Context: an optimization exercise on an open-source flow, tuned for small area, a short achievable clock period and few clock cycles per item. The choices shown serve that exercise and are no tape-out recipe.
Function was not checked in any run shown here: the RTL went through the layout flow alone.

## flow/design.v (module list and top-level ports; edited modules follow where they fit)
// module booth_multiplier: 2527 lines
// module mult_arbiter: 70 lines
module mult_arbiter #(
    parameter bit RR_EN = 1'b1
) (
    input  logic               clk,
    input  logic               rst,
    input  logic               req0_valid,
    input  logic signed [31:0] req0_a,
    input  logic signed [31:0] req0_b,
    output logic               req0_ready,
    input  logic               req1_valid,
    input  logic signed [31:0] req1_a,
    input  logic signed [31:0] req1_b,
    output logic               req1_ready,
    output logic               res_valid,
    input  logic               res_ready,
    output logic signed [63:0] res_data,
    output logic               res_id,
    output logic               busy
);
  // ...
==> flow/run.sh <==
#!/bin/bash
# synth_recipe.tcl (not shown) runs the flow's synth.tcl, then flattens the netlist and writes it again
# the make line also repeats each setting of config.mk as NAME=value (left out here)
make -C /OpenROAD-flow-scripts/flow DESIGN_CONFIG=/design/flow/config.mk WORK_HOME=/design/flow/orfs CLKGATE_MAP_FILE= SYNTH_SCRIPT=/design/flow/synth_recipe.tcl finish
==> flow/config.mk <==
export PLATFORM = sky130hd
export DESIGN_NAME = mult_arbiter
export DESIGN_NICKNAME = mult_arbiter
export VERILOG_FILES = /design/flow/design.v
export SDC_FILE = /design/flow/constraint.sdc
export NUM_CORES = 4
export LEC_CHECK = 0
export CAP_MARGIN = 20
export CORE_MARGIN = 2
export CORE_UTILIZATION = 40
export SLEW_MARGIN = 20
==> flow/constraint.sdc <==
create_clock -name core_clock -period 10.0 [get_ports {clk}]
set_input_delay 2.0000 -clock core_clock [delete_from_list [all_inputs] [get_ports {clk}]]
set_output_delay 2.0000 -clock core_clock [all_outputs]
set_load 0.01 [all_outputs]
==> results.yml, run 1 <==
cts:
  htree_num_levels: 4
  cts_resized: 0
  numCtsBuffers: 17
  ctsRootBufferMaster: "clkbuf_16"
  path_clk_slew_ns: 0.07
route:
  drt-met1-wl_um: 43400
global_route:
  groute.layer.met2.usage_pct: 40.7
  grt_pass1_wl_um: 161000
  grt.total_usage_pct: 27.6
  overflow: 0
  groute.layer.met1.usage_pct: 37.5
  grt_max_degree: 67
  use_met3_pct: 8.30
  antenna_found_initial: 0
synthesis:
  synthMuxAreaShare_pct: 2.48
  syn_area_mm2: 0.0299
  synth.area.top_cells: "fa_1, edfxtp_1, a22oi_1"
  synth.most_common_cell: "inv_1"
  avgSynthCellArea_um2: 9.35
  synth_edf_count: 130
  ys_async_sr_fraction_pct: 2.26
final_layout:
  area_growth_pct: 12.0
  layout.nonclk_buf_share_pct: 8.17
  stdcell_count: 4189
  n_clock_buffer: 19
  seq_area_mm2: 0.00398
  largest_reg_flops: 64
critical_path:
  crit_start: "r_b[13]"
  r2r-end: "r_res_data[57]"
  cpMaxStageDelayCell: "ha_2"
flow_run:
  drv_cap: 0
floorplan:
  core_area_mm2: 0.0742
  die_y_um: 277
  die_x_um: 277
status:
  run_status: "finished clean"
==> module mult_arbiter, before the edit <==
module mult_arbiter #(
    parameter bit RR_EN = 1'b1
) (
    input  logic               clk,
    input  logic               rst,
    input  logic               req0_valid,
    input  logic signed [31:0] req0_a,
    input  logic signed [31:0] req0_b,
    output logic               req0_ready,
    input  logic               req1_valid,
    input  logic signed [31:0] req1_a,
    input  logic signed [31:0] req1_b,
    output logic               req1_ready,
    output logic               res_valid,
    input  logic               res_ready,
    output logic signed [63:0] res_data,
    output logic               res_id,
    output logic               busy
);
    logic               r_last_grant;
    logic               r_v1;
    logic               r_id1;
    logic        [31:0] r_a;
    logic        [31:0] r_b;
    logic               r_res_valid;
    logic               r_res_id;
    logic        [63:0] r_res_data;
    logic               w_pick1;
    logic               w_s1_free;
    logic               w_accept;
    logic               w_load_out;
    logic        [63:0] w_prod;
    assign w_pick1    = req1_valid && (!req0_valid || (RR_EN && !r_last_grant));
    assign w_load_out = r_v1 && (!r_res_valid || res_ready);
    assign w_s1_free  = !r_v1 || !r_res_valid || res_ready;
    assign req0_ready = !rst && w_s1_free && req0_valid && !w_pick1;
    assign req1_ready = !rst && w_s1_free && w_pick1;
    assign w_accept   = req0_ready || req1_ready;
    booth_multiplier u_mult (
        .i_a (r_a),
        .i_b (r_b),
        .o_p (w_prod)
    );
    always_ff @(posedge clk or posedge rst) begin
        if (rst) begin
            r_last_grant <= 1'b1;
            r_v1         <= 1'b0;
            r_res_valid  <= 1'b0;
        end else begin
            if (w_accept) r_last_grant <= w_pick1;
            r_v1        <= w_accept || (r_v1 && !w_load_out);
            r_res_valid <= w_load_out || (r_res_valid && !res_ready);
        end
    end
    always_ff @(posedge clk) begin
        if (w_accept) begin
            r_a   <= w_pick1 ? req1_a : req0_a;
            r_b   <= w_pick1 ? req1_b : req0_b;
            r_id1 <= w_pick1;
        end
        if (w_load_out) begin
            r_res_data <= w_prod;
            r_res_id   <= r_id1;
        end
    end
    assign res_valid = r_res_valid;
    assign res_data  = r_res_data;
    assign res_id    = r_res_id;
    assign busy      = r_v1 || r_res_valid;
endmodule
==> run 2: changes to the inputs <==
--- a/flow/design.v
+++ b/flow/design.v
@@ -2,3 +2,5 @@
     input  logic [31:0] i_a,
-    input  logic [31:0] i_b,
+    input  logic [15:0] i_one,
+    input  logic [15:0] i_two,
+    input  logic [15:0] i_neg,
     output logic [63:0] o_p
@@ -6,2 +8,5 @@
     logic [15:0] w_one, w_two, w_neg;
+    assign w_one = i_one;
+    assign w_two = i_two;
+    assign w_neg = i_neg;
     logic [63:0] w_r0, w_r1;
@@ -985,5 +990,2 @@
     logic w_c962;
-    assign w_one[0] = i_b[0] ^ 1'b0;
-    assign w_two[0] = (i_b[1] & ~i_b[0] & ~1'b0) | (~i_b[1] & i_b[0] & 1'b0);
-    assign w_neg[0] = i_b[1] & ~(i_b[0] & 1'b0);
     assign w_pp0[0] = ((w_one[0] & i_a[0]) | (w_two[0] & 1'b0)) ^ w_neg[0];
@@ -1021,5 +1023,2 @@
     assign w_pp0[32] = ((w_one[0] & i_a[31]) | (w_two[0] & i_a[31])) ^ w_neg[0];
-    assign w_one[1] = i_b[2] ^ i_b[1];
-    assign w_two[1] = (i_b[3] & ~i_b[2] & ~i_b[1]) | (~i_b[3] & i_b[2] & i_b[1]);
-    assign w_neg[1] = i_b[3] & ~(i_b[2] & i_b[1]);
     assign w_pp1[0] = ((w_one[1] & i_a[0]) | (w_two[1] & 1'b0)) ^ w_neg[1];
@@ -1057,5 +1056,2 @@
     assign w_pp1[32] = ((w_one[1] & i_a[31]) | (w_two[1] & i_a[31])) ^ w_neg[1];
-    assign w_one[2] = i_b[4] ^ i_b[3];
-    assign w_two[2] = (i_b[5] & ~i_b[4] & ~i_b[3]) | (~i_b[5] & i_b[4] & i_b[3]);
-    assign w_neg[2] = i_b[5] & ~(i_b[4] & i_b[3]);
     assign w_pp2[0] = ((w_one[2] & i_a[0]) | (w_two[2] & 1'b0)) ^ w_neg[2];
@@ -1093,5 +1089,2 @@
     assign w_pp2[32] = ((w_one[2] & i_a[31]) | (w_two[2] & i_a[31])) ^ w_neg[2];
-    assign w_one[3] = i_b[6] ^ i_b[5];
-    assign w_two[3] = (i_b[7] & ~i_b[6] & ~i_b[5]) | (~i_b[7] & i_b[6] & i_b[5]);
-    assign w_neg[3] = i_b[7] & ~(i_b[6] & i_b[5]);
     assign w_pp3[0] = ((w_one[3] & i_a[0]) | (w_two[3] & 1'b0)) ^ w_neg[3];
@@ -1129,5 +1122,2 @@
     assign w_pp3[32] = ((w_one[3] & i_a[31]) | (w_two[3] & i_a[31])) ^ w_neg[3];
-    assign w_one[4] = i_b[8] ^ i_b[7];
-    assign w_two[4] = (i_b[9] & ~i_b[8] & ~i_b[7]) | (~i_b[9] & i_b[8] & i_b[7]);
-    assign w_neg[4] = i_b[9] & ~(i_b[8] & i_b[7]);
     assign w_pp4[0] = ((w_one[4] & i_a[0]) | (w_two[4] & 1'b0)) ^ w_neg[4];
@@ -1165,5 +1155,2 @@
     assign w_pp4[32] = ((w_one[4] & i_a[31]) | (w_two[4] & i_a[31])) ^ w_neg[4];
-    assign w_one[5] = i_b[10] ^ i_b[9];
-    assign w_two[5] = (i_b[11] & ~i_b[10] & ~i_b[9]) | (~i_b[11] & i_b[10] & i_b[9]);
-    assign w_neg[5] = i_b[11] & ~(i_b[10] & i_b[9]);
     assign w_pp5[0] = ((w_one[5] & i_a[0]) | (w_two[5] & 1'b0)) ^ w_neg[5];
@@ -1201,5 +1188,2 @@
     assign w_pp5[32] = ((w_one[5] & i_a[31]) | (w_two[5] & i_a[31])) ^ w_neg[5];
-    assign w_one[6] = i_b[12] ^ i_b[11];
-    assign w_two[6] = (i_b[13] & ~i_b[12] & ~i_b[11]) | (~i_b[13] & i_b[12] & i_b[11]);
-    assign w_neg[6] = i_b[13] & ~(i_b[12] & i_b[11]);
     assign w_pp6[0] = ((w_one[6] & i_a[0]) | (w_two[6] & 1'b0)) ^ w_neg[6];
@@ -1237,5 +1221,2 @@
     assign w_pp6[32] = ((w_one[6] & i_a[31]) | (w_two[6] & i_a[31])) ^ w_neg[6];
-    assign w_one[7] = i_b[14] ^ i_b[13];
-    assign w_two[7] = (i_b[15] & ~i_b[14] & ~i_b[13]) | (~i_b[15] & i_b[14] & i_b[13]);
-    assign w_neg[7] = i_b[15] & ~(i_b[14] & i_b[13]);
     assign w_pp7[0] = ((w_one[7] & i_a[0]) | (w_two[7] & 1'b0)) ^ w_neg[7];
@@ -1273,5 +1254,2 @@
     assign w_pp7[32] = ((w_one[7] & i_a[31]) | (w_two[7] & i_a[31])) ^ w_neg[7];
-    assign w_one[8] = i_b[16] ^ i_b[15];
-    assign w_two[8] = (i_b[17] & ~i_b[16] & ~i_b[15]) | (~i_b[17] & i_b[16] & i_b[15]);
-    assign w_neg[8] = i_b[17] & ~(i_b[16] & i_b[15]);
     assign w_pp8[0] = ((w_one[8] & i_a[0]) | (w_two[8] & 1'b0)) ^ w_neg[8];
@@ -1309,5 +1287,2 @@
     assign w_pp8[32] = ((w_one[8] & i_a[31]) | (w_two[8] & i_a[31])) ^ w_neg[8];
-    assign w_one[9] = i_b[18] ^ i_b[17];
-    assign w_two[9] = (i_b[19] & ~i_b[18] & ~i_b[17]) | (~i_b[19] & i_b[18] & i_b[17]);
-    assign w_neg[9] = i_b[19] & ~(i_b[18] & i_b[17]);
     assign w_pp9[0] = ((w_one[9] & i_a[0]) | (w_two[9] & 1'b0)) ^ w_neg[9];
@@ -1345,5 +1320,2 @@
     assign w_pp9[32] = ((w_one[9] & i_a[31]) | (w_two[9] & i_a[31])) ^ w_neg[9];
-    assign w_one[10] = i_b[20] ^ i_b[19];
-    assign w_two[10] = (i_b[21] & ~i_b[20] & ~i_b[19]) | (~i_b[21] & i_b[20] & i_b[19]);
-    assign w_neg[10] = i_b[21] & ~(i_b[20] & i_b[19]);
     assign w_pp10[0] = ((w_one[10] & i_a[0]) | (w_two[10] & 1'b0)) ^ w_neg[10];
@@ -1381,5 +1353,2 @@
     assign w_pp10[32] = ((w_one[10] & i_a[31]) | (w_two[10] & i_a[31])) ^ w_neg[10];
-    assign w_one[11] = i_b[22] ^ i_b[21];
-    assign w_two[11] = (i_b[23] & ~i_b[22] & ~i_b[21]) | (~i_b[23] & i_b[22] & i_b[21]);
-    assign w_neg[11] = i_b[23] & ~(i_b[22] & i_b[21]);
     assign w_pp11[0] = ((w_one[11] & i_a[0]) | (w_two[11] & 1'b0)) ^ w_neg[11];
@@ -1417,5 +1386,2 @@
     assign w_pp11[32] = ((w_one[11] & i_a[31]) | (w_two[11] & i_a[31])) ^ w_neg[11];
-    assign w_one[12] = i_b[24] ^ i_b[23];
-    assign w_two[12] = (i_b[25] & ~i_b[24] & ~i_b[23]) | (~i_b[25] & i_b[24] & i_b[23]);
-    assign w_neg[12] = i_b[25] & ~(i_b[24] & i_b[23]);
     assign w_pp12[0] = ((w_one[12] & i_a[0]) | (w_two[12] & 1'b0)) ^ w_neg[12];
@@ -1453,5 +1419,2 @@
     assign w_pp12[32] = ((w_one[12] & i_a[31]) | (w_two[12] & i_a[31])) ^ w_neg[12];
-    assign w_one[13] = i_b[26] ^ i_b[25];
-    assign w_two[13] = (i_b[27] & ~i_b[26] & ~i_b[25]) | (~i_b[27] & i_b[26] & i_b[25]);
-    assign w_neg[13] = i_b[27] & ~(i_b[26] & i_b[25]);
     assign w_pp13[0] = ((w_one[13] & i_a[0]) | (w_two[13] & 1'b0)) ^ w_neg[13];
@@ -1489,5 +1452,2 @@
     assign w_pp13[32] = ((w_one[13] & i_a[31]) | (w_two[13] & i_a[31])) ^ w_neg[13];
-    assign w_one[14] = i_b[28] ^ i_b[27];
-    assign w_two[14] = (i_b[29] & ~i_b[28] & ~i_b[27]) | (~i_b[29] & i_b[28] & i_b[27]);
-    assign w_neg[14] = i_b[29] & ~(i_b[28] & i_b[27]);
     assign w_pp14[0] = ((w_one[14] & i_a[0]) | (w_two[14] & 1'b0)) ^ w_neg[14];
@@ -1525,5 +1485,2 @@
     assign w_pp14[32] = ((w_one[14] & i_a[31]) | (w_two[14] & i_a[31])) ^ w_neg[14];
-    assign w_one[15] = i_b[30] ^ i_b[29];
-    assign w_two[15] = (i_b[31] & ~i_b[30] & ~i_b[29]) | (~i_b[31] & i_b[30] & i_b[29]);
-    assign w_neg[15] = i_b[31] & ~(i_b[30] & i_b[29]);
     assign w_pp15[0] = ((w_one[15] & i_a[0]) | (w_two[15] & 1'b0)) ^ w_neg[15];
@@ -2550,3 +2507,5 @@
     logic        [31:0] r_a;
-    logic        [31:0] r_b;
+    logic        [15:0] r_one;
+    logic        [15:0] r_two;
+    logic        [15:0] r_neg;
     logic               r_res_valid;
@@ -2559,2 +2518,7 @@
     logic        [63:0] w_prod;
+    logic        [31:0] w_b;
+    logic        [32:0] w_bx;
+    logic        [15:0] w_one;
+    logic        [15:0] w_two;
+    logic        [15:0] w_neg;
     assign w_pick1    = req1_valid && (!req0_valid || (RR_EN && !r_last_grant));
@@ -2565,6 +2529,16 @@
     assign w_accept   = req0_ready || req1_ready;
+    assign w_b  = w_pick1 ? req1_b : req0_b;
+    assign w_bx = {w_b, 1'b0};
+    for (genvar j = 0; j < 16; j++) begin : g_enc
+        assign w_one[j] = w_bx[2*j+1] ^ w_bx[2*j];
+        assign w_two[j] = (w_bx[2*j+2] & ~w_bx[2*j+1] & ~w_bx[2*j]) |
+                          (~w_bx[2*j+2] & w_bx[2*j+1] & w_bx[2*j]);
+        assign w_neg[j] = w_bx[2*j+2] & ~(w_bx[2*j+1] & w_bx[2*j]);
+    end
     booth_multiplier u_mult (
-        .i_a (r_a),
-        .i_b (r_b),
-        .o_p (w_prod)
+        .i_a   (r_a),
+        .i_one (r_one),
+        .i_two (r_two),
+        .i_neg (r_neg),
+        .o_p   (w_prod)
     );
@@ -2584,3 +2558,5 @@
             r_a   <= w_pick1 ? req1_a : req0_a;
-            r_b   <= w_pick1 ? req1_b : req0_b;
+            r_one <= w_one;
+            r_two <= w_two;
+            r_neg <= w_neg;
             r_id1 <= w_pick1;
==> run 2 against run 1 <==
Net effect: still clean; design area is 0.18% lower; count of clock-buffer cells in the layout is 1 lower; critical path type unchanged; synthesized cell count is 0.16% lower; first-iteration DRC count is 2.6% lower; non-clock buffer count is 10 lower; routed wire length is 5.3% lower.
==> results.yml, run 2 <==
place:
  pre_cts_ws_ns: 2.32
  gp_congestion: 0.910
  io_buffer_count: 201
  dp_hpwl_um: 71700
critical_path:
  worst_ep_arrival_time_ns: 8.03
  critical_path_class: "reg2reg"
  worst_path_most_repeated_cell: "fa_1"
  cp-end-kind: "flip-flop"
  cp_num_buf_inv: 5
  worstSetupStartpointType: "flip-flop"
  slowest_delay_ns: 0.86
  cpMaxStageDelayCell: "edfxtp_1"
  rrSetupSlack_ns: 2.21
  crit_family: "adder cells"
  crit_chain: "clkinv_1 -> buf_4 -> fa_1 -> fa_1 -> inv_1 -> fa_1 -> inv_1 -> fa_1 -> inv_1 -> fa_1 -> fa_1 -> ha_1 -> nand2_1 -> nor2_1 -> nand3_1 -> or3_1 -> o21ai_2 -> a21oi_2 -> nor4_1 -> a2111oi_2 -> xnor2_1"
  cp.required_ns: 10.24
  cp_max_fo: 13
synthesis:
  avgSynthCellArea_um2: 9.50
  ys_async_sr_fraction_pct: 2.01
  synth_edf_count: 146
  synthTopCellsByCount: "inv_1, a22oi_1, fa_1"
  synthesis.nets: 3878
  yosysWarnings: 1
  synth_cell_types: 75
  synth_top_area_cell: "fa_1"
  syn_area_mm2: 0.0304
  synth.most_common_cell: "inv_1"
  synth_top_area_share_pct: 28.0
  synth-seq-area-share_pct: 14.7
  synth.area.top_cells: "fa_1, edfxtp_1, a22oi_1"
  synth_flop_cell: "edfxtp_1"
  synth-seq-cells: 149
  synth_cells: 3195
global_route:
  grt_pass1_wl_um: 153000
  grt.total_usage_pct: 25.9
  antenna_found_initial: 1
  overflow: 0
  grt_max_degree: 83
  grt_pass1_vias: 24500
cts:
  cts_tree: "built"
  cts_resized: 0
  ctsHoldBuffers: 0
  post_cts_buffers: 0
  clockBufferDepth: 2
  numCtsBuffers: 17
  ctsRootBufferMaster: "clkbuf_16"
  htree_num_levels: 4
  path_clk_slew_ns: 0.09
  cts_sinks: 149
  clk_latency_ns: 0.51
route:
  via_per_inst: 5.78
  wl_um: 100000
  wl_per_cell_um: 24.0
  drtPass1Iterations: 6
  via_count: 24100
  postRouteAntennaNets: 0
  first_iter_violations: 2807
  route.detailed.drc: 0
floorplan:
  start_util_pct: 40.2
  core_area_mm2: 0.0756
  die_x_um: 279
  die_area_mm2: 0.0781
  top_level_ports: 202
  num_rows: 101
  die_y_um: 279
timing:
  finClkSkew_ns: 0.0250
  drv_slew: 0
  period_needed_ns: 7.79
  rsz0062_at_grt: "false"
  period_share_pct: 77.9
  fin_hold_ws_ns: 0.420
  max_freq_mhz: 128
  final-hold-violation-count: 0
  finalSetupViolations: 0
  fin_setup_tns_ns: 0
  setup_ws_ns: 2.21
  worst_pin_slew_ns: 1.24
  relSlewSlack_pct: 17.4
min_path:
  hold_class: "reg2reg"
final_layout:
  final_common_cell: "inv_1"
  layout.nets: 3868
  postLayoutCoreUtil_pct: 44.3
  diodes: 0
  reg.largest.list: "r_res_data (64), r_a (32)"
  largest_reg_flops: 64
  final_cell_mix: "inv_1, a22oi_1, fa_1"
  drive_gt1_share_pct: 5.63
  regMostFlops: "r_res_data"
  area_growth_pct: 10.2
status:
  run_status: "finished clean"
flow_run:
  drv_cap: 0
run 2: changes by cell type in the layout (fill, tap and decap cells not counted), moves of 15 or more:
cell / before / now
xnor2_1: 310 / 332
edfxtp_1: 130 / 146
mux2i_1: 2 / 30
mux2_2: 64 / 34
a22oi_1: 462 / 496
nand3_1: 14 / 30
xor2_1: 277 / 262
a21oi_1: 93 / 76
inv_1: 506 / 523
run 2: path summary, 6_finish.rpt:
path,end,start,depth (start not counted)
max,r_res_data[61],r_neg[13],21
min,r_res_id,r_id1,0
max reg2reg,r_res_data[61],r_neg[13],21
min reg2reg,r_res_id,r_id1,0
max in group asynchronous,r_last_grant,rst,2
min in group asynchronous,r_res_valid,rst,2
run 2: worst register-to-register path: cells and delay by family, from the launching register on:
kind | cells | cell delay, ns
buf+inv | 5 | 1.44
simple gates | 5 | 1.41
fa+ha+maj | 7 | 3.13
flops | 1 | 0.86
xor+xnor | 1 | 0.15
compound gates | 3 | 0.56
run 2: through the flow:
| stage | cell area (um^2) | std cells |
|---|---|---|
| finish | 33400 | 4176 |
| global placement | 32900 | 4144 |
| detailed placement | 32900 | 4144 |
| floorplan | 30400 | 3195 |
| CTS | 33400 | 4176 |
| global route | 33400 | 4176 |
run 2: layer usage:
metal | part of all wire, % | wire length [um] | track usage [%]
met4 | 2.8 | 2850 | 8.24
met5 | 0.013 | 13 | 0
met2 | 44 | 43600 | 39.2
met1 | 42 | 42400 | 36.0
met3 | 11 | 11300 | 7.21
run 2: kinds of logic after synthesis:
family                   synth area share (%)
flip-flops                               14.7
multiplexers                             2.25
adder cells (fa/ha/maj)                  33.3
AND/OR/NAND/NOR                          3.85
AO/OA/AOI/OAI                            17.7
XOR/XNOR                                 17.1
buffers and inverters                    11.1
run 2: area by class of cell:
class                   count  area, um^2
fillers                  7309       42100
well taps                 978        1220
flip-flops and latches    149        4460
repair buffers            285        2640
inverters                 526        1970
multi-input cells        2206       22500
clock buffers              18         429
clock inverters            14         164
==> run 3: changes to the inputs <==
--- a/flow/config.mk
+++ b/flow/config.mk
@@ -10,2 +10,3 @@
 export CORE_UTILIZATION = 40
+export SETUP_SLACK_MARGIN = 3
 export SLEW_MARGIN = 20
==> run 3 against run 2 <==
Net effect: synthesized area unchanged; global-route usage up 0.32 points; first-iteration DRC count up 5.3%; highest routed layer is now met4; fmax up 14%; register-to-register slack better by 0.96 ns; synthesized cell count unchanged.
==> results.yml, run 3 <==
critical_path:
  worst_path_most_repeated_cell: "fa_1"
  crit_chain: "buf_4 -> a22oi_1 -> xor2_1 -> fa_1 -> fa_1 -> inv_1 -> fa_1 -> inv_1 -> fa_1 -> inv_2 -> fa_1 -> fa_1 -> ha_4 -> nand4_4 -> or4_4 -> or3_1 -> o211a_1 -> o21a_1 -> o21ai_2 -> a31o_4 -> a31oi_4 -> o31ai_4 -> a211oi_2"
  cp-end-kind: "flip-flop"
  cp_num_buf_inv: 4
  cp-endpoint: "r_res_data[63]"
  worst_ep_arrival_time_ns: 7.07
  cp_max_fo: 7
  cp.required_ns: 10.24
  cp_num_cells: 23
  r2r-start: "r_two[4]"
  slowest_delay_ns: 0.55
  worstSetupStartpointType: "flip-flop"
  cpMaxStageDelayCell: "or4_4"
  critical_path_class: "reg2reg"
  rrSetupSlack_ns: 3.17
  worstRegToRegCells: 23
  r2r-end: "r_res_data[63]"
  crit_family: "adder cells"
  crit_start: "r_two[4]"
flow_run:
  drv_cap: 0
floorplan:
  top_level_ports: 202
  start_util_pct: 40.2
  die_x_um: 279
  die_y_um: 279
  num_rows: 101
  die_area_mm2: 0.0781
  core_area_mm2: 0.0756
synthesis:
  yosysWarnings: 1
  synth-seq-cells: 149
  syn_area_mm2: 0.0304
  avgSynthCellArea_um2: 9.50
  synth_cell_types: 75
  synth_cells: 3195
  synth_edf_count: 146
  synthTopCellsByCount: "inv_1, a22oi_1, fa_1"
  synth_top_area_share_pct: 28.0
  synthesis.nets: 3878
  synth.area.top_cells: "fa_1, edfxtp_1, a22oi_1"
  ys_async_sr_fraction_pct: 2.01
  synth.most_common_cell: "inv_1"
  synth_flop_cell: "edfxtp_1"
  synth-seq-area-share_pct: 14.7
  synth_top_area_cell: "fa_1"
timing:
  max_freq_mhz: 146
  final-hold-violation-count: 0
  worst_pin_slew_ns: 1.03
  period_needed_ns: 6.83
  finalSetupViolations: 0
  relSlewSlack_pct: 31.4
  setup_ws_ns: 3.17
  period_share_pct: 68.3
  rsz0062_at_grt: "true"
  finClkSkew_ns: 0.0262
  fin_setup_tns_ns: 0
  drv_slew: 0
cts:
  clockBufferDepth: 2
  clk_latency_ns: 0.51
  cts_sinks: 149
  path_clk_slew_ns: 0.07
  ctsHoldBuffers: 0
  htree_num_levels: 4
  ctsRootBufferMaster: "clkbuf_16"
  cts_tree: "built"
  numCtsBuffers: 17
route:
  first_iter_violations: 2955
  drtPass1Iterations: 8
  wl_per_cell_um: 24.0
  via_per_inst: 5.74
  wl_um: 102000
  via_count: 24500
  route.detailed.drc: 0
  postRouteAntennaNets: 0
place:
  gp_congestion: 0.910
  pre_cts_ws_ns: 2.32
  dp_hpwl_um: 71700
  io_buffer_count: 201
  place_area_mm2: 0.0329
final_layout:
  final_common_cell: "inv_1"
  regMostFlops: "r_res_data"
  drive_gt1_share_pct: 9.25
  diodes: 0
  largest_reg_flops: 64
  design_area_mm2: 0.0346
  reg.largest.list: "r_res_data (64), r_a (32)"
  postLayoutCoreUtil_pct: 45.8
  fillCellCount: 7243
  layout.nets: 3956
  final_cell_mix: "inv_1, a22oi_1, fa_1"
  area_growth_pct: 14.0
min_path:
  hold_class: "reg2reg"
global_route:
  grt_max_degree: 83
  grt_pass1_vias: 24900
  antenna_found_initial: 0
  overflow: 0
  grt.total_usage_pct: 26.3
  grt_pass1_wl_um: 155000
status:
  run_status: "finished clean"
## run 3: cell counts after synthesis
No cell type changed its count.
## run 3: logic make-up (layout without fill, tap and decap cells)
| family | after synthesis | after routing | share of synthesized area [%] |
|---|---|---|---|
| AOI/OAI and AO/OA | 752 | 752 | 17.7 |
| xor gates and xnor gates | 594 | 594 | 17.1 |
| adders and majority gates | 553 | 553 | 33.3 |
| buffers and inverters | 840 | 931 | 11.1 |
| DFF | 149 | 149 | 14.7 |
| muxes | 64 | 64 | 2.25 |
| and+or+nand+nor | 243 | 243 | 3.85 |
## run 3: repair_timing
| action | CTS | global route |
|---|---|---|
| gates cloned | 0 | 1 |
| endpoints found under the setup margin | 23 | 14 |
| buffers inserted | 52 | 35 |
| resized for setup | 23 | 77 |
| pin swaps | 0 | 26 |
## run 3: stage by stage
stage	std cells	hold WS, ns
final	4264	0.419
after global placement	4144	0.401
after floorplan	3195	0.400
after detailed placement	4144	0.419
after global routing	4264	0.434
after CTS	4228	0.422
## run 3: cell type report
cell class / instances / area [um^2] / area share, %
Inverter: 526 / 1980 / 5.72
Tap cell: 978 / 1220 / 3.54
Multi-Input combinational cell: 2206 / 22800 / 65.8
Clock buffer: 18 / 429 / 1.24
Sequential cell: 149 / 4460 / 12.9
Timing Repair Buffer: 373 / 3600 / 10.4
Clock inverter: 14 / 164 / 0.474
## run 3: worst min-delay path by stage
stage	endpoint	cells after the start	from	slack [ns]
3_3_place_gp	r_res_id	0	r_id1	0.40
4_1_cts	r_res_id	0	r_id1	0.42
2_1_floorplan	r_res_id	0	r_id1	0.40
5_1_grt	r_res_id	0	r_id1	0.43
3_5_place_dp	r_res_id	0	r_id1	0.42
6_report	r_res_id	0	r_id1	0.42
## run 3: layer usage
layer  share of wire, %  wire length (um)  up-vias  GRT usage, %
met5                  0                 0        -             0
met4                3.2              3240        0          9.27
met3                 12             11800      205          8.10
met2                 44             44600     1462          39.5
met1                 42             42600    12100          35.7
li1                   -                 -    10700             -
==> run 4: changes to the inputs <==
--- a/flow/config.mk
+++ b/flow/config.mk
@@ -10,3 +10,3 @@
 export CORE_UTILIZATION = 40
-export SETUP_SLACK_MARGIN = 3
+export SETUP_SLACK_MARGIN = 5
 export SLEW_MARGIN = 20
==> run 4 against run 3 <==
Net effect: still clean; worst setup slack improved by 0.18 ns; register-to-register slack improved by 0.18 ns; routed wire length increased by 7.3%; critical endpoint is now r_res_data[58].
==> results.yml, run 4 <==
status:
  run_status: "finished clean"
synthesis:
  synth_cell_types: 75
  synthesis.nets: 3878
  synthTopCellsByCount: "inv_1, a22oi_1, fa_1"
  synth_top_area_cell: "fa_1"
  avgSynthCellArea_um2: 9.50
  synth_cells: 3195
  yosysWarnings: 1
  synth_flop_cell: "edfxtp_1"
  synth-seq-cells: 149
  synth-seq-area-share_pct: 14.7
  syn_area_mm2: 0.0304
  synth.most_common_cell: "inv_1"
  synth_edf_count: 146
  synth_top_area_share_pct: 28.0
  ys_async_sr_fraction_pct: 2.01
  synth.area.top_cells: "fa_1, edfxtp_1, a22oi_1"
place:
  place_area_mm2: 0.0331
  dp_hpwl_um: 71000
  io_buffer_count: 201
  placed_cells: 4143
  gp_congestion: 0.908
timing:
  period_needed_ns: 6.65
  final-hold-violation-count: 0
  drv_slew: 0
  period_share_pct: 66.5
  fin_setup_tns_ns: 0
  rsz0062_at_grt: "true"
  fin_hold_ws_ns: 0.427
  finClkSkew_ns: 0.0188
  max_freq_mhz: 150
  finalSetupViolations: 0
  worst_pin_slew_ns: 1.09
  relSlewSlack_pct: 27.3
critical_path:
  worstRegToRegCells: 25
  cp-endpoint: "r_res_data[58]"
  worst_ep_arrival_time_ns: 6.87
  critical_path_class: "reg2reg"
  rrSetupSlack_ns: 3.35
  crit_start: "r_two[1]"
  cp.required_ns: 10.22
  r2r-start: "r_two[1]"
  r2r-end: "r_res_data[58]"
  worstSetupStartpointType: "flip-flop"
  cp-end-kind: "flip-flop"
  cp_max_fo: 17
floorplan:
  num_rows: 101
  start_util_pct: 40.2
  die_area_mm2: 0.0781
  core_area_mm2: 0.0756
  top_level_ports: 202
  die_x_um: 279
  die_y_um: 279
global_route:
  antenna_found_initial: 1
  grt.total_usage_pct: 28.0
  grt_pass1_wl_um: 165000
  grt_pass1_vias: 26200
  grt_max_degree: 83
  overflow: 0
route:
  via_count: 25700
  postRouteAntennaNets: 0
  wl_um: 110000
  wl_per_cell_um: 24.9
  route.detailed.drc: 0
  drtPass1Iterations: 8
  via_per_inst: 5.85
  first_iter_violations: 2851
cts:
  clk_latency_ns: 0.50
  cts_sinks: 149
  numCtsBuffers: 17
  cts_tree: "built"
  ctsHoldBuffers: 0
  clockBufferDepth: 2
  htree_num_levels: 4
  path_clk_slew_ns: 0.07
  ctsRootBufferMaster: "clkbuf_16"
final_layout:
  reg.largest.list: "r_res_data (64), r_a (32)"
  area_growth_pct: 23.4
  fillCellCount: 6959
  multiInputGateArea_mm2: 0.0240
  layout.nets: 4086
  final_common_cell: "inv_1"
  stdcell_count: 4395
  final_cell_mix: "inv_1, a22oi_1, fa_1"
  drive_gt1_share_pct: 19.3
  seq_area_mm2: 0.00446
  postLayoutCoreUtil_pct: 49.6
  regMostFlops: "r_res_data"
  design_area_mm2: 0.0375
  largest_reg_flops: 64
min_path:
  hold_class: "reg2reg"
flow_run:
  drv_cap: 0
## run 4: cell counts after synthesis
Identical to the previous run, type by type.
## run 4: routing by layer
| metal | wire [um] | up-vias | global-route usage [%] |
|---|---|---|---|
| li1 | - | 11000 | - |
| met1 | 44800 | 12700 | 38.0 |
| met2 | 47200 | 1679 | 42.0 |
| met3 | 12800 | 278 | 7.65 |
| met4 | 4830 | 0 | 12.1 |
| met5 | 0 | - | 0 |
## run 4: repair_timing
item	CTS	global route
pin swaps	88	80
endpoints found under the setup margin	50	48
buffers inserted	172	32
gates resized for setup	291	97
cloned	13	2
## run 4: cell type report
class                           instances  area share (%)
Antenna cell                            1         0.00668
Clock buffer                           17            1.14
Clock inverter                         15           0.481
Inverter                              526            5.28
Multi-Input combinational cell       2206            64.1
Sequential cell                       149            11.9
Tap cell                              978            3.27
Timing Repair Buffer                  503            13.8
## run 4: metrics by stage
| stage | worst slack (ns) |
|---|---|
| after floorplan | 3.73 |
| final | 3.35 |
| after detailed placement | 2.32 |
| after global placement | 2.46 |
| after CTS | 3.44 |
| after global routing | 3.20 |
## run 4: how the worst min path moves through the flow
stage,from,end,cells past startpoint
after floorplan,r_id1,r_res_id,0
after global placement,r_id1,r_res_id,0
after detailed placement,r_id1,r_res_id,0
after CTS,r_id1,r_res_id,0
after global routing,r_id1,r_res_id,0
final,r_id1,r_res_id,0
## run 4: critical path, cell delays in order (launching register included)
cell	delay (ns)
edfxtp_1	0.50
buf_6	0.23
a22oi_1	0.23
xor2_1	0.14
fa_1	0.51
inv_1	0.06
fa_2	0.52
inv_1	0.05
fa_1	0.48
inv_1	0.06
fa_2	0.38
fa_1	0.51
fa_1	0.47
ha_4	0.27
buf_4	0.14
a21o_1	0.19
a21o_1	0.16
a21oi_2	0.17
o21ai_2	0.09
a21oi_2	0.17
o21a_1	0.20
o21ai_4	0.10
buf_4	0.15
a211oi_4	0.33
o21ai_2	0.10
xor2_1	0.16
## run 4: kinds of logic after synthesis
kind of cell	after synthesis	share of synthesized area (%)
AO/OA/AOI/OAI	752	17.7
XOR/XNOR	594	17.1
adder cells (fa/ha/maj)	553	33.3
buffers and inverters	840	11.1
flip-flops	149	14.7
multiplexers	64	2.25
AND/OR/NAND/NOR	243	3.85
==> run 5: changes to the inputs <==
==> flow/flow/run.sh (new file) <==
#!/bin/bash
# Standard ORFS layout; the only change is that synthesis skips Yosys's
# internal "abc -fast" pre-mapping (synth -noabc), so that extract_fa sees the
# RTL's full adders as written and maps them without inverter pairs around
# each fa cell. Everything else (final abc mapping, flattening, renaming,
# register mapping) is synth_recipe.tcl unchanged.
set -euo pipefail
HERE=$(pwd)
sed '1s/-noshare {\*}/-noshare -noabc {*}/' synth_recipe.tcl > flow_synth.tcl
grep -q -- '-noabc' flow_synth.tcl
sed "s#SYNTH_SCRIPT=[^ ]*#SYNTH_SCRIPT=$HERE/flow_synth.tcl#" standard.sh > flow_standard.sh
grep -q "SYNTH_SCRIPT=$HERE/flow_synth.tcl" flow_standard.sh
bash flow_standard.sh finish > flow_make.log 2>&1
==> flow/standard.sh (new file) <==
#!/bin/bash
# synth_recipe.tcl (not shown) runs the flow's synth.tcl, then flattens the netlist and writes it again
# the make line also repeats each setting of config.mk as NAME=value (left out here)
make -C /OpenROAD-flow-scripts/flow DESIGN_CONFIG=/design/flow/config.mk WORK_HOME=/design/flow/orfs CLKGATE_MAP_FILE= SYNTH_SCRIPT=/design/flow/synth_recipe.tcl "${@:-finish}"
--- a/flow/config.mk
+++ b/flow/config.mk
@@ -10,3 +10,3 @@
 export CORE_UTILIZATION = 40
-export SETUP_SLACK_MARGIN = 5
+export SETUP_SLACK_MARGIN = 3
 export SLEW_MARGIN = 20
removed: flow/run.sh
==> run 5 against run 4 <==
Net effect: critical path type unchanged; still clean on timing, DRC and antenna; die area down 6.1%; synthesized area fell by 6.2%; clock skew grew 0.0034 ns; non-clock buffer count decreased by 86; critical endpoint is now r_res_data[53].
==> results.yml, run 5 <==
critical_path:
  critical_path_class: "reg2reg"
  worstRegToRegCells: 20
  cp-end-kind: "flip-flop"
  worst_path_most_repeated_cell: "fa_1"
  crit_chain: "buf_4 -> a22oi_1 -> xnor2_1 -> fa_1 -> fa_1 -> fa_1 -> fa_1 -> fa_1 -> ha_1 -> a21oi_1 -> o21bai_1 -> a311oi_2 -> nand2_1 -> o21ai_4 -> o31ai_4 -> a21boi_4 -> buf_4 -> o31ai_1 -> a21oi_1 -> xnor2_1"
  r2r-end: "r_res_data[53]"
  rrSetupSlack_ns: 3.11
  crit_family: "adder cells"
  worst_ep_arrival_time_ns: 7.13
  cp.required_ns: 10.24
  cpMaxStageDelayCell: "o31ai_4"
  cp_max_fo: 17
  slowest_delay_ns: 0.63
  worstSetupStartpointType: "flip-flop"
  cp_num_buf_inv: 2
  r2r-start: "r_a[14]"
place:
  dp_hpwl_um: 73100
  gp_congestion: 0.928
  io_buffer_count: 201
global_route:
  antenna_found_initial: 1
  grt_pass1_vias: 24000
  grt.total_usage_pct: 27.6
  grt_pass1_wl_um: 154000
  overflow: 0
  grt_max_degree: 83
synthesis:
  synth-compound-area-share_pct: 19.2
  synthTopCellsByCount: "xnor2_1, a22oi_1, fa_1"
  synth-seq-area-share_pct: 15.7
  synth_top_area_share_pct: 30.0
  synth_flop_cell: "edfxtp_1"
  synth-seq-cells: 149
  synth_edf_count: 146
  synth-xor-area-share_pct: 18.1
  synth_simple_gate_area_share_pct: 3.49
  syn_area_mm2: 0.0285
  yosysWarnings: 1
  synthesis.nets: 3406
  avgSynthCellArea_um2: 10.5
  synth_cell_types: 70
  synth_cells: 2719
  synth.area.top_cells: "fa_1, xnor2_1, edfxtp_1"
  synth_top_family_by_area: "adder cells"
  synthMuxAreaShare_pct: 2.46
  synth.most_common_cell: "xnor2_1"
  synth_top_area_cell: "fa_1"
  synth_adder_area_share_pct: 35.6
  ys_async_sr_fraction_pct: 2.01
cts:
  ctsRootBufferMaster: "clkbuf_16"
  cts_sinks: 149
  cts_tree: "built"
  numCtsBuffers: 17
  path_clk_slew_ns: 0.09
  htree_num_levels: 4
  clk_latency_ns: 0.50
  clockBufferDepth: 2
  ctsHoldBuffers: 0
floorplan:
  num_rows: 97
  top_level_ports: 202
  core_area_mm2: 0.0703
  start_util_pct: 40.5
  die_x_um: 271
  die_y_um: 271
  die_area_mm2: 0.0733
final_layout:
  drive_gt1_share_pct: 13.0
  diodes: 0
  fillCellCount: 6310
  reg.largest.list: "r_res_data (64), r_a (32)"
  area_growth_pct: 17.5
  regMostFlops: "r_res_data"
  largest_reg_flops: 64
  final_common_cell: "xnor2_1"
  final_cell_mix: "xnor2_1, a22oi_1, fa_1"
  layout.nets: 3531
min_path:
  hold_class: "reg2reg"
  hold_depth: 0
  min_to: "r_res_id"
  hold_start: "r_id1"
timing:
  finClkSkew_ns: 0.0222
  fin_hold_ws_ns: 0.432
  relSlewSlack_pct: 39.8
  max_freq_mhz: 145
  rsz0062_at_grt: "false"
  drv_slew: 0
  finalSetupViolations: 0
  fin_setup_tns_ns: 0
  final-hold-violation-count: 0
  period_share_pct: 68.9
  period_needed_ns: 6.89
  worst_pin_slew_ns: 0.904
status:
  run_status: "finished clean"
route:
  drtPass1Iterations: 9
  drt-met1-wl_um: 41600
  postRouteAntennaNets: 0
  detailroute.wirelength.met2_um: 45300
  first_iter_violations: 2773
  via_count: 23500
  highest_layer: "met4"
  via_per_inst: 6.18
  wl_per_cell_um: 27.0
  wl_um: 102000
  wl_met3_um: 11800
  route.detailed.drc: 0
flow_run:
  drv_cap: 0
run 5: cell types whose count changed after synthesis, moves of 9 or more:
cell	delta
clkbuf_8	-12
xor2_1	-188
a21oi_1	-9
nand4_1	-12
inv_1	-430
nand2_1	-9
o21ai_1	+13
xnor2_1	+181
buf_2	+10
run 5: final cells by class:
class	instances	area, um^2	share of cell area, %
inverters	93	349	1.04
multi-input cells	2166	22700	68.0
clock buffers	17	425	1.27
well taps	940	1180	3.52
flip-flops and latches	149	4460	13.3
clock inverters	15	206	0.617
repair buffers	417	4090	12.2
run 5: timing repair:
action | CTS | global route
pin swaps | 2 | 31
gates resized for setup | 15 | 75
buffers inserted | 77 | 45
gates cloned | 0 | 1
endpoints found under the setup margin | 21 | 17
run 5: worst reg2reg max path, delay by kind of cell (launching register included):
| kind | cells | cell delay, ns |
|---|---|---|
| fa+ha+maj | 6 | 3.16 |
| compound gates | 9 | 1.95 |
| buf+inv | 2 | 0.51 |
| flops | 1 | 0.48 |
| xor+xnor | 2 | 0.36 |
| simple gates | 1 | 0.16 |
run 5: logic make-up after synthesis:
family | count (synthesis)
buffers and inverters | 404
muxes | 65
DFF | 149
AOI/OAI and AO/OA | 749
adders and majority gates | 554
and+or+nand+nor | 211
xor gates and xnor gates | 587
run 5: metal layers:
metal	global-route usage [%]	vias up
li1	-	9800
met1	38.0	12000
met2	41.9	1477
met3	6.98	215
met4	10.1	0
met5	0	-
run 5: worst max path at each step:
| stage | startpoint | to | slack (ns) | cells after the start |
|---|---|---|---|---|
| final | r_a[14] | r_res_data[53] | 3.11 | 20 |
| after global routing | r_two[4] | r_res_data[53] | 2.94 | 21 |
| after CTS | r_two[1] | r_res_data[62] | 3.00 | 21 |
| after detailed placement | r_neg[8] | r_res_data[62] | 2.20 | 17 |
| after global placement | r_neg[8] | r_res_data[62] | 2.30 | 17 |
| after floorplan | r_neg[0] | r_res_data[62] | 3.35 | 21 |
run 5: metrics by stage:
stage	area, um^2	setup slack [ns]	utilization (%)	std cells
2_1_floorplan	28500	3.35	-	2719
3_3_place_gp	31200	2.30	44.4	3641
3_5_place_dp	31200	2.20	44.4	3641
4_1_cts	32700	3.00	46.5	3750
5_1_grt	33500	2.94	47.6	3797
6_report	33500	3.11	47.6	3797
==> run 6: changes to the inputs <==
==> flow/flow/run.sh (replaced) <==
#!/bin/bash
# Standard ORFS layout with three changes:
#  - synthesis skips Yosys's internal "abc -fast" pre-mapping (synth -noabc),
#    so extract_fa maps the RTL's full adders without inverter pairs;
#  - the final abc mapping uses flow/abc_map.script (abc "map" instead of "&nf");
#  - port buffers use the smallest buffer cell (buf_1).
# Flattening, renaming and register mapping are synth_recipe.tcl unchanged.
set -euo pipefail
HERE=$(pwd)
{
  sed -n '1s/-noshare {\*}/-noshare -noabc {*}/p' synth_recipe.tcl
  cat <<EOT
proc abc {args} {
  set i [lsearch -exact \$args -script]
  if {\$i >= 0} { set args [lreplace \$args [expr {\$i+1}] [expr {\$i+1}] $HERE/flow/abc_map.script] }
  yosys abc {*}\$args
}
EOT
  sed '1d' synth_recipe.tcl
} > flow_synth.tcl
grep -q -- '-noabc' flow_synth.tcl
sed "s#SYNTH_SCRIPT=[^ ]*#SYNTH_SCRIPT=$HERE/flow_synth.tcl#" standard.sh > flow_standard.sh
grep -q "SYNTH_SCRIPT=$HERE/flow_synth.tcl" flow_standard.sh
export BUFFER_PORTS_ARGS="-buffer_cell sky130_fd_sc_hd__buf_1"
bash flow_standard.sh finish > flow_make.log 2>&1
==> flow/flow/abc_map.script (new file) <==
strash
dch
map -B 0.9
topo
stime -c
buffer -c
upsize -c
dnsize -c
--- a/flow/config.mk
+++ b/flow/config.mk
@@ -10,3 +10,2 @@
 export CORE_UTILIZATION = 40
-export SETUP_SLACK_MARGIN = 3
 export SLEW_MARGIN = 20
==> run 6 against run 5 <==
Net effect: clock skew decreased by 0.0056 ns; first-iteration DRC count decreased by 1.0%; non-clock buffer count decreased by 137; global-route usage increased by 1.2 points; synthesized cell count increased by 27%; final cell count increased by 18%; critical endpoint is now r_res_data[47].
==> results.yml, run 6 <==
final_layout:
  multiInputGateArea_mm2: 0.0228
  area_growth_pct: 7.28
  layout.nets: 4193
  largest_reg_flops: 64
  seq_area_mm2: 0.00446
  fillCellCount: 7267
  reg.largest.list: "r_res_data (64), r_a (32)"
  final_cell_mix: "nand2_1, xor2_1, o22ai_1"
  drive_gt1_share_pct: 5.68
  regMostFlops: "r_res_data"
  final_common_cell: "nand2_1"
route:
  wl_per_cell_um: 24.9
  via_count: 26200
  route.detailed.drc: 0
  first_iter_violations: 2745
  drtPass1Iterations: 7
  wl_um: 111000
  postRouteAntennaNets: 0
  via_per_inst: 5.86
timing:
  rsz0062_at_grt: "false"
  finClkSkew_ns: 0.0166
  period_needed_ns: 7.35
  finalSetupViolations: 0
  period_share_pct: 73.5
  fin_setup_tns_ns: 0
  worst_pin_slew_ns: 1.22
  drv_slew: 0
  max_freq_mhz: 136
  setup_ws_ns: 2.65
  relSlewSlack_pct: 18.7
  final-hold-violation-count: 0
place:
  io_buffer_count: 201
  dp_hpwl_um: 80500
  pre_cts_ws_ns: 2.86
  gp_congestion: 0.966
synthesis:
  synth_flop_cell: "edfxtp_1"
  synth_edf_count: 146
  avgSynthCellArea_um2: 8.57
  synth_cell_types: 41
  synth-seq-area-share_pct: 15.0
  syn_area_mm2: 0.0297
  ys_async_sr_fraction_pct: 2.01
  synthTopCellsByCount: "nand2_1, xor2_1, o22ai_1"
  yosysWarnings: 1
  synth_top_area_cell: "fa_1"
  synth_cells: 3463
  synth.area.top_cells: "fa_1, xor2_1, edfxtp_1"
  synth.most_common_cell: "nand2_1"
  synth-seq-cells: 149
  synthesis.nets: 4150
  synth_top_area_share_pct: 28.8
critical_path:
  cp.required_ns: 10.17
  critical_path_class: "reg2reg"
  worst_ep_arrival_time_ns: 7.52
  cp_max_fo: 31
  cp-end-kind: "flip-flop"
  worstSetupStartpointType: "flip-flop"
cts:
  numCtsBuffers: 17
  path_clk_slew_ns: 0.07
  ctsRootBufferMaster: "clkbuf_16"
  clockBufferDepth: 2
  cts_tree: "built"
  cts_sinks: 149
  htree_num_levels: 4
  clk_latency_ns: 0.49
  ctsHoldBuffers: 0
  cts_resized: 0
  post_cts_buffers: 0
global_route:
  overflow: 0
  grt_pass1_wl_um: 165000
  grt_max_degree: 82
  antenna_found_initial: 1
  grt_pass1_vias: 25900
  grt.total_usage_pct: 28.8
flow_run:
  drv_cap: 0
floorplan:
  top_level_ports: 202
  core_area_mm2: 0.0732
  die_area_mm2: 0.0764
  num_rows: 99
  start_util_pct: 40.6
  die_y_um: 276
  die_x_um: 276
min_path:
  hold_class: "reg2reg"
status:
  run_status: "finished clean"
## run 6: per-stage QoR
stage / cell area (um^2) / hold slack (ns) / cells / util [%]
after floorplan: 29700 / 0.400 / 3463 / -
final: 31900 / 0.421 / 4479 / 43.5
after detailed placement: 31200 / 0.405 / 4444 / 42.6
after CTS: 31800 / 0.424 / 4476 / 43.4
after global placement: 31200 / 0.401 / 4443 / 42.6
after global routing: 31900 / 0.451 / 4478 / 43.5
## run 6: critical path, cell delays in order, from the launching register on
cell	delay, ns
edfxtp_1	0.37
clkinv_1	0.88
o22ai_1	0.45
xor2_1	0.14
fa_1	0.54
inv_1	0.06
fa_1	0.46
fa_1	0.52
fa_1	0.53
fa_1	0.52
fa_1	0.57
ha_1	0.46
nand2_1	0.15
nor2_1	0.17
inv_1	0.09
nor2_2	0.15
inv_1	0.07
nor2_1	0.22
nand3_1	0.32
nand3_1	0.15
nand2_1	0.18
## run 6: metal layers
metal | track usage [%] | wire [um]
met5 | 0 | 0
met4 | 13.3 | 5450
met3 | 9.12 | 13700
met2 | 42.5 | 47200
met1 | 38.5 | 45200
## run 6: logic make-up (layout without fill, tap and decap cells)
family	after synthesis	count (layout)	synth area share, %
AO/OA/AOI/OAI	698	698	14.0
XOR/XNOR	557	557	16.4
adder cells (fa/ha/maj)	554	554	34.1
buffers and inverters	629	685	8.23
flip-flops	149	149	15.0
multiplexers	1	1	0.0337
other	0	1	0
AND/OR/NAND/NOR	875	875	12.1
## run 6: worst paths after layout
kind	startpoint	to	slack, ns	cells past startpoint
worst max register to register	r_one[4]	r_res_data[47]	2.65	20
worst min-delay path	r_id1	r_res_id	0.42	0
min in group asynchronous	rst	r_res_valid	1.36	2
worst max-delay path	r_one[4]	r_res_data[47]	2.65	20
worst min register to register	r_id1	r_res_id	0.42	0
max in group asynchronous	rst	r_last_grant	8.42	2
## run 6: area by class of cell
cell class                 instances  share of cell area [%]
inverter                         373                    4.40
multi-input combinational       2685                    71.6
antenna                            1                 0.00786
timing repair buffer             280                    4.40
tap                              959                    3.77
clock inverter                    14                   0.479
clock buffer                      18                    1.35
sequential                       149                    14.0
==> run 7: changes to the inputs <==
--- a/flow/design.v
+++ b/flow/design.v
@@ -1,2 +1,2 @@
-module booth_multiplier (
+module booth_tree (
     input  logic [31:0] i_a,
@@ -5,3 +5,4 @@
     input  logic [15:0] i_neg,
-    output logic [63:0] o_p
+    output logic [63:0] o_s0,
+    output logic [61:0] o_s1
 );
@@ -11,3 +12,2 @@
     assign w_neg = i_neg;
-    logic [63:0] w_r0, w_r1;
     logic [32:0] w_pp0;
@@ -2480,5 +2480,4 @@
     assign w_c962 = 1'b1 & w_pp15[31];
-    assign w_r0 = {1'b1, w_c962, w_c960, w_c958, w_c956, w_c954, w_c952, w_c950, w_c948, w_c946, w_c944, w_c942, w_c940, w_c938, w_c936, w_c934, w_c932, w_c930, w_c928, w_c926, w_c924, w_c922, w_c920, w_c918, w_c916, w_c914, w_c912, w_c910, w_c908, w_c906, w_c904, w_c902, w_c900, w_c898, w_c896, w_c894, w_c892, w_c890, w_c888, w_c886, w_c884, w_c882, w_c880, w_c878, w_c876, w_c874, w_c872, w_c870, w_c868, w_c866, w_c864, w_c862, w_c860, w_c858, w_c856, w_c854, w_c852, w_c850, w_c848, w_c846, w_c844, w_s843, w_pp0[1], w_neg[0]};
-    assign w_r1 = {1'b0, ~w_pp15[32], w_s961, w_s959, w_s957, w_s955, w_s953, w_s951, w_s949, w_s947, w_s945, w_s943, w_s941, w_s939, w_s937, w_s935, w_s933, w_s931, w_s929, w_s927, w_s925, w_s923, w_s921, w_s919, w_s917, w_s915, w_s913, w_s911, w_s909, w_s907, w_s905, w_s903, w_s901, w_s899, w_s897, w_s895, w_s893, w_s891, w_s889, w_s887, w_s885, w_s883, w_s881, w_s879, w_s877, w_s875, w_s873, w_s871, w_s869, w_s867, w_s865, w_s863, w_s861, w_s859, w_s857, w_s855, w_s853, w_s851, w_s849, w_s847, w_s845, w_pp1[0], 1'b0, w_pp0[0]};
-    assign o_p = w_r0 + w_r1;
+    assign o_s0 = {1'b1, w_c962, w_c960, w_c958, w_c956, w_c954, w_c952, w_c950, w_c948, w_c946, w_c944, w_c942, w_c940, w_c938, w_c936, w_c934, w_c932, w_c930, w_c928, w_c926, w_c924, w_c922, w_c920, w_c918, w_c916, w_c914, w_c912, w_c910, w_c908, w_c906, w_c904, w_c902, w_c900, w_c898, w_c896, w_c894, w_c892, w_c890, w_c888, w_c886, w_c884, w_c882, w_c880, w_c878, w_c876, w_c874, w_c872, w_c870, w_c868, w_c866, w_c864, w_c862, w_c860, w_c858, w_c856, w_c854, w_c852, w_c850, w_c848, w_c846, w_c844, w_s843, w_pp0[1], w_neg[0]};
+    assign o_s1 = {~w_pp15[32], w_s961, w_s959, w_s957, w_s955, w_s953, w_s951, w_s949, w_s947, w_s945, w_s943, w_s941, w_s939, w_s937, w_s935, w_s933, w_s931, w_s929, w_s927, w_s925, w_s923, w_s921, w_s919, w_s917, w_s915, w_s913, w_s911, w_s909, w_s907, w_s905, w_s903, w_s901, w_s899, w_s897, w_s895, w_s893, w_s891, w_s889, w_s887, w_s885, w_s883, w_s881, w_s879, w_s877, w_s875, w_s873, w_s871, w_s869, w_s867, w_s865, w_s863, w_s861, w_s859, w_s857, w_s855, w_s853, w_s851, w_s849, w_s847, w_s845, w_pp1[0], w_pp0[0]};
 endmodule
@@ -2504,2 +2503,3 @@
     logic               r_last_grant;
+    logic               r_ptr;
     logic               r_v1;
@@ -2512,4 +2512,7 @@
     logic               r_res_id;
-    logic        [63:0] r_res_data;
-    logic               w_pick1;
+    logic        [63:0] r_res_s0;
+    logic      [62-1:0] r_res_s1;
+    logic               w_turn;
+    logic               w_turn_next;
+    logic               w_ptr_next;
     logic               w_s1_free;
@@ -2517,3 +2520,5 @@
     logic               w_load_out;
-    logic        [63:0] w_prod;
+    logic        [63:0] w_s0;
+    logic      [62-1:0] w_s1;
+    logic        [63:0] w_s1_x;
     logic        [31:0] w_b;
@@ -2523,9 +2528,11 @@
     logic        [15:0] w_neg;
-    assign w_pick1    = req1_valid && (!req0_valid || (RR_EN && !r_last_grant));
+    assign w_turn     = RR_EN ? !r_last_grant : 1'b0;
     assign w_load_out = r_v1 && (!r_res_valid || res_ready);
     assign w_s1_free  = !r_v1 || !r_res_valid || res_ready;
-    assign req0_ready = !rst && w_s1_free && req0_valid && !w_pick1;
-    assign req1_ready = !rst && w_s1_free && w_pick1;
+    assign req0_ready = !rst && w_s1_free && req0_valid && !r_ptr && (!w_turn || !req1_valid);
+    assign req1_ready = !rst && w_s1_free && req1_valid &&  r_ptr && ( w_turn || !req0_valid);
     assign w_accept   = req0_ready || req1_ready;
-    assign w_b  = w_pick1 ? req1_b : req0_b;
+    assign w_turn_next = (RR_EN && w_accept) ? !r_ptr : w_turn;
+    assign w_ptr_next  = w_turn_next ? (req1_valid || !req0_valid) : (req1_valid && !req0_valid);
+    assign w_b  = r_ptr ? req1_b : req0_b;
     assign w_bx = {w_b, 1'b0};
@@ -2537,3 +2544,3 @@
     end
-    booth_multiplier u_mult (
+    booth_tree u_tree (
         .i_a   (r_a),
@@ -2542,3 +2549,4 @@
         .i_neg (r_neg),
-        .o_p   (w_prod)
+        .o_s0  (w_s0),
+        .o_s1  (w_s1)
     );
@@ -2547,2 +2555,3 @@
             r_last_grant <= 1'b1;
+            r_ptr        <= 1'b0;
             r_v1         <= 1'b0;
@@ -2550,3 +2559,4 @@
         end else begin
-            if (w_accept) r_last_grant <= w_pick1;
+            if (w_accept) r_last_grant <= r_ptr;
+            r_ptr       <= w_ptr_next;
             r_v1        <= w_accept || (r_v1 && !w_load_out);
@@ -2556,4 +2566,4 @@
     always_ff @(posedge clk) begin
-        if (w_accept) begin
-            r_a   <= w_pick1 ? req1_a : req0_a;
+        if (w_s1_free) begin
+            r_a   <= r_ptr ? req1_a : req0_a;
             r_one <= w_one;
@@ -2561,6 +2571,7 @@
             r_neg <= w_neg;
-            r_id1 <= w_pick1;
+            r_id1 <= r_ptr;
         end
         if (w_load_out) begin
-            r_res_data <= w_prod;
+            r_res_s0   <= w_s0;
+            r_res_s1   <= w_s1;
             r_res_id   <= r_id1;
@@ -2569,3 +2580,4 @@
     assign res_valid = r_res_valid;
-    assign res_data  = r_res_data;
+    assign w_s1_x    = {1'b0, r_res_s1[61], r_res_s1[60], r_res_s1[59], r_res_s1[58], r_res_s1[57], r_res_s1[56], r_res_s1[55], r_res_s1[54], r_res_s1[53], r_res_s1[52], r_res_s1[51], r_res_s1[50], r_res_s1[49], r_res_s1[48], r_res_s1[47], r_res_s1[46], r_res_s1[45], r_res_s1[44], r_res_s1[43], r_res_s1[42], r_res_s1[41], r_res_s1[40], r_res_s1[39], r_res_s1[38], r_res_s1[37], r_res_s1[36], r_res_s1[35], r_res_s1[34], r_res_s1[33], r_res_s1[32], r_res_s1[31], r_res_s1[30], r_res_s1[29], r_res_s1[28], r_res_s1[27], r_res_s1[26], r_res_s1[25], r_res_s1[24], r_res_s1[23], r_res_s1[22], r_res_s1[21], r_res_s1[20], r_res_s1[19], r_res_s1[18], r_res_s1[17], r_res_s1[16], r_res_s1[15], r_res_s1[14], r_res_s1[13], r_res_s1[12], r_res_s1[11], r_res_s1[10], r_res_s1[9], r_res_s1[8], r_res_s1[7], r_res_s1[6], r_res_s1[5], r_res_s1[4], r_res_s1[3], r_res_s1[2], r_res_s1[1], 1'b0, r_res_s1[0]};
+    assign res_data  = r_res_s0 + w_s1_x;
     assign res_id    = r_res_id;
--- a/flow/config.mk
+++ b/flow/config.mk
@@ -10,2 +10,3 @@
 export CORE_UTILIZATION = 40
+export SETUP_SLACK_MARGIN = 4.5
 export SLEW_MARGIN = 20
==> run 7 against run 6 <==
Net effect: fmax grew 43%; still clean on timing, DRC and antenna; register-to-register slack gained 2.4 ns; core utilization grew 0.31 points; via count grew 1.3%.
==> results.yml, run 7 <==
status:
  run_status: "finished clean"
global_route:
  grt.total_usage_pct: 26.9
  grt_max_degree: 84
  antenna_found_initial: 2
  overflow: 0
  grt_pass1_wl_um: 167000
  grt_pass1_vias: 26600
synthesis:
  syn_area_mm2: 0.0320
  synthesis.nets: 4273
  yosysWarnings: 1
  synth-xor-area-share_pct: 15.3
  synthMuxAreaShare_pct: 1.68
  synth_cell_types: 36
  synth_cells: 3587
  synth_top_area_share_pct: 26.7
  synthTopCellsByCount: "nand2_1, xor2_1, o22ai_1"
  synth.most_common_cell: "nand2_1"
  synth_top_family_by_area: "adder cells"
  synth_edf_count: 207
  avgSynthCellArea_um2: 8.93
  ys_async_sr_fraction_pct: 1.90
  synth.area.top_cells: "fa_1, edfxtp_1, xor2_1"
  synth-seq-cells: 211
  synth_top_area_cell: "fa_1"
  synth_flop_cell: "edfxtp_1"
  synth_adder_area_share_pct: 31.6
  synth-compound-area-share_pct: 11.4
  synth-seq-area-share_pct: 19.7
  synth_simple_gate_area_share_pct: 11.6
floorplan:
  core_area_mm2: 0.0791
  top_level_ports: 202
  start_util_pct: 40.5
  die_x_um: 287
  die_area_mm2: 0.0824
  num_rows: 103
  die_y_um: 287
cts:
  ctsRootBufferMaster: "clkbuf_16"
  cts_sinks: 211
  cts_resized: 0
  clockBufferDepth: 3
  clk_latency_ns: 0.59
  path_clk_slew_ns: 0.07
  post_cts_buffers: 0
  cts_tree: "built"
  numCtsBuffers: 26
  ctsHoldBuffers: 0
  htree_num_levels: 1
place:
  pre_cts_ws_ns: 4.85
  io_buffer_count: 201
  dp_hpwl_um: 79700
  gp_congestion: 0.955
  placed_cells: 4670
route:
  wl_per_cell_um: 23.6
  via_count: 26600
  route.detailed.drc: 0
  via_per_inst: 5.63
  drtPass1Iterations: 6
  wl_um: 112000
  postRouteAntennaNets: 0
  first_iter_violations: 2700
final_layout:
  drive_gt1_share_pct: 6.95
  fillCellCount: 7864
  regMostFlops: "r_res_s0"
  final_common_cell: "nand2_1"
  postLayoutCoreUtil_pct: 43.8
  layout.nets: 4334
  reg.largest.list: "r_res_s0 (63), r_res_s1 (62), r_a (32)"
  seq_area_mm2: 0.00632
  area_growth_pct: 8.22
  stdcell_count: 4719
  largest_reg_flops: 63
  multiInputGateArea_mm2: 0.0230
  final_cell_mix: "nand2_1, xor2_1, o22ai_1"
critical_path:
  worst_ep_arrival_time_ns: 3.14
  cp_max_fo: 26
  worstRegToRegCells: 10
  r2r-end: "r_res_s1[31]"
  worstSetupStartpointType: "input port"
  rrSetupSlack_ns: 5.07
  cp_num_buf_inv: 4
  cpMaxStageDelayCell: "nand3_4"
  r2r-start: "r_a[31]"
  cp.required_ns: 8.00
  slowest_delay_ns: 0.29
  critical_path_class: "in2out"
  cp-end-kind: "output port"
  crit_family: "simple AND/OR/NAND/NOR gates"
  crit_chain: "buf_1 -> inv_1 -> nand3_4 -> nand2_1 -> nor2_1 -> nand3_1 -> inv_1 -> buf_1"
timing:
  setup_ws_ns: 4.86
  rsz0062_at_grt: "false"
  worst_pin_slew_ns: 0.973
  fin_setup_tns_ns: 0
  finalSetupViolations: 0
  period_needed_ns: 5.14
  drv_slew: 0
  max_freq_mhz: 194
  finClkSkew_ns: 0.0179
  period_share_pct: 51.4
  relSlewSlack_pct: 35.1
  final-hold-violation-count: 0
min_path:
  min_to: "r_res_id"
  hold_start: "r_id1"
  hold_depth: 0
  hold_class: "reg2reg"
flow_run:
  drv_cap: 0
## run 7: cell types whose count changed in the layout (fill, tap and decap cells not counted), moves of 11 or more
cell / change
a21oi_1: -47
edfxtp_1: +61
inv_1: +133
inv_2: -26
mux2_2: +47
nand2_1: +18
nand3_1: -14
o21ai_0: -21
o21ai_1: -11
## run 7: area by class of cell
class                      count  area share [%]
multi-input combinational   2651            66.2
sequential                   211            18.2
inverter                     474            5.13
timing repair buffer         284            3.97
tap                         1050            3.79
clock buffer                  29            1.97
clock inverter                19           0.704
antenna                        1         0.00722
## run 7: how the worst max path moves through the flow
| stage | cells after the start | end | from | slack [ns] |
|---|---|---|---|---|
| finish | 8 | req1_ready | res_ready | 4.86 |
| global route | 8 | req1_ready | res_ready | 4.70 |
| CTS | 8 | req1_ready | res_ready | 4.83 |
| detailed placement | 8 | req1_ready | res_ready | 4.85 |
| global placement | 8 | req1_ready | res_ready | 4.81 |
| floorplan | 6 | req1_ready | res_ready | 4.75 |
## run 7: logic make-up after synthesis
group                      Yosys count
adders and majority gates          553
DFF                                211
muxes                               48
AOI/OAI and AO/OA                  605
xor gates and xnor gates           559
buffers and inverters              725
and+or+nand+nor                    886
## run 7: metal layers
metal  vias to the layer above  routed length [um]  track usage (%)
met5                         -                   0                0
met4                         0                4310             9.77
met3                       257               13400             7.71
met2                      1600               49200             41.6
met1                     12900               44700             35.8
li1                      11900                   -                -
## run 7: worst register-to-register path: cells and delay by family (launching register included)
kind	cells	cell delay, ns
xor+xnor	1	0.19
buf+inv	2	0.92
compound gates	1	0.23
fa+ha+maj	6	2.97
flops	1	0.36
## run 7: metrics by stage
stage / hold slack (ns) / instance area, um^2
2_1_floorplan: 0.400 / 32100
3_3_place_gp: 0.405 / 33700
3_5_place_dp: 0.407 / 33700
4_1_cts: 0.423 / 34700
5_1_grt: 0.425 / 34700
6_report: 0.421 / 34700

==> re-timing with driven ports <==
Ports are ideal in the flow. The routed layouts listed here were re-timed in OpenROAD. Step 1: set_driving_cell puts a clkbuf_16 on clk and a buf_2 on each other input, an assumption about the parent block. Step 2 also shifts input and output timing later by t, the mid clock arrival at the registers, as if the neighbouring blocks saw the same clock. Slacks: ideal ports / drivers / drivers and shift; pairs: ideal ports / drivers.
run | t, ns | slack for setup (ns) | latest minus earliest clock arrival (ns)
run 1 | 0.541 | 2.083 / 2.083 / 2.083 | 0.020 / 0.020
run 2 | 0.566 | 2.207 / 2.207 / 2.207 | 0.026 / 0.026
run 3 | 0.566 | 3.170 / 3.170 / 3.170 | 0.027 / 0.026
run 4 | 0.554 | 3.351 / 3.351 / 3.351 | 0.018 / 0.018
run 5 | 0.552 | 3.110 / 3.110 / 3.110 | 0.023 / 0.022
run 6 | 0.544 | 2.651 / 2.651 / 2.651 | 0.018 / 0.019
run 7 | 0.643 | 4.855 / 4.829 / 4.829 | 0.018 / 0.018
After both steps every run listed still meets setup and hold. For run 7, which loses most, drivers alone change the setup slack by -0.026 ns; drivers and shift together by -0.026 ns.
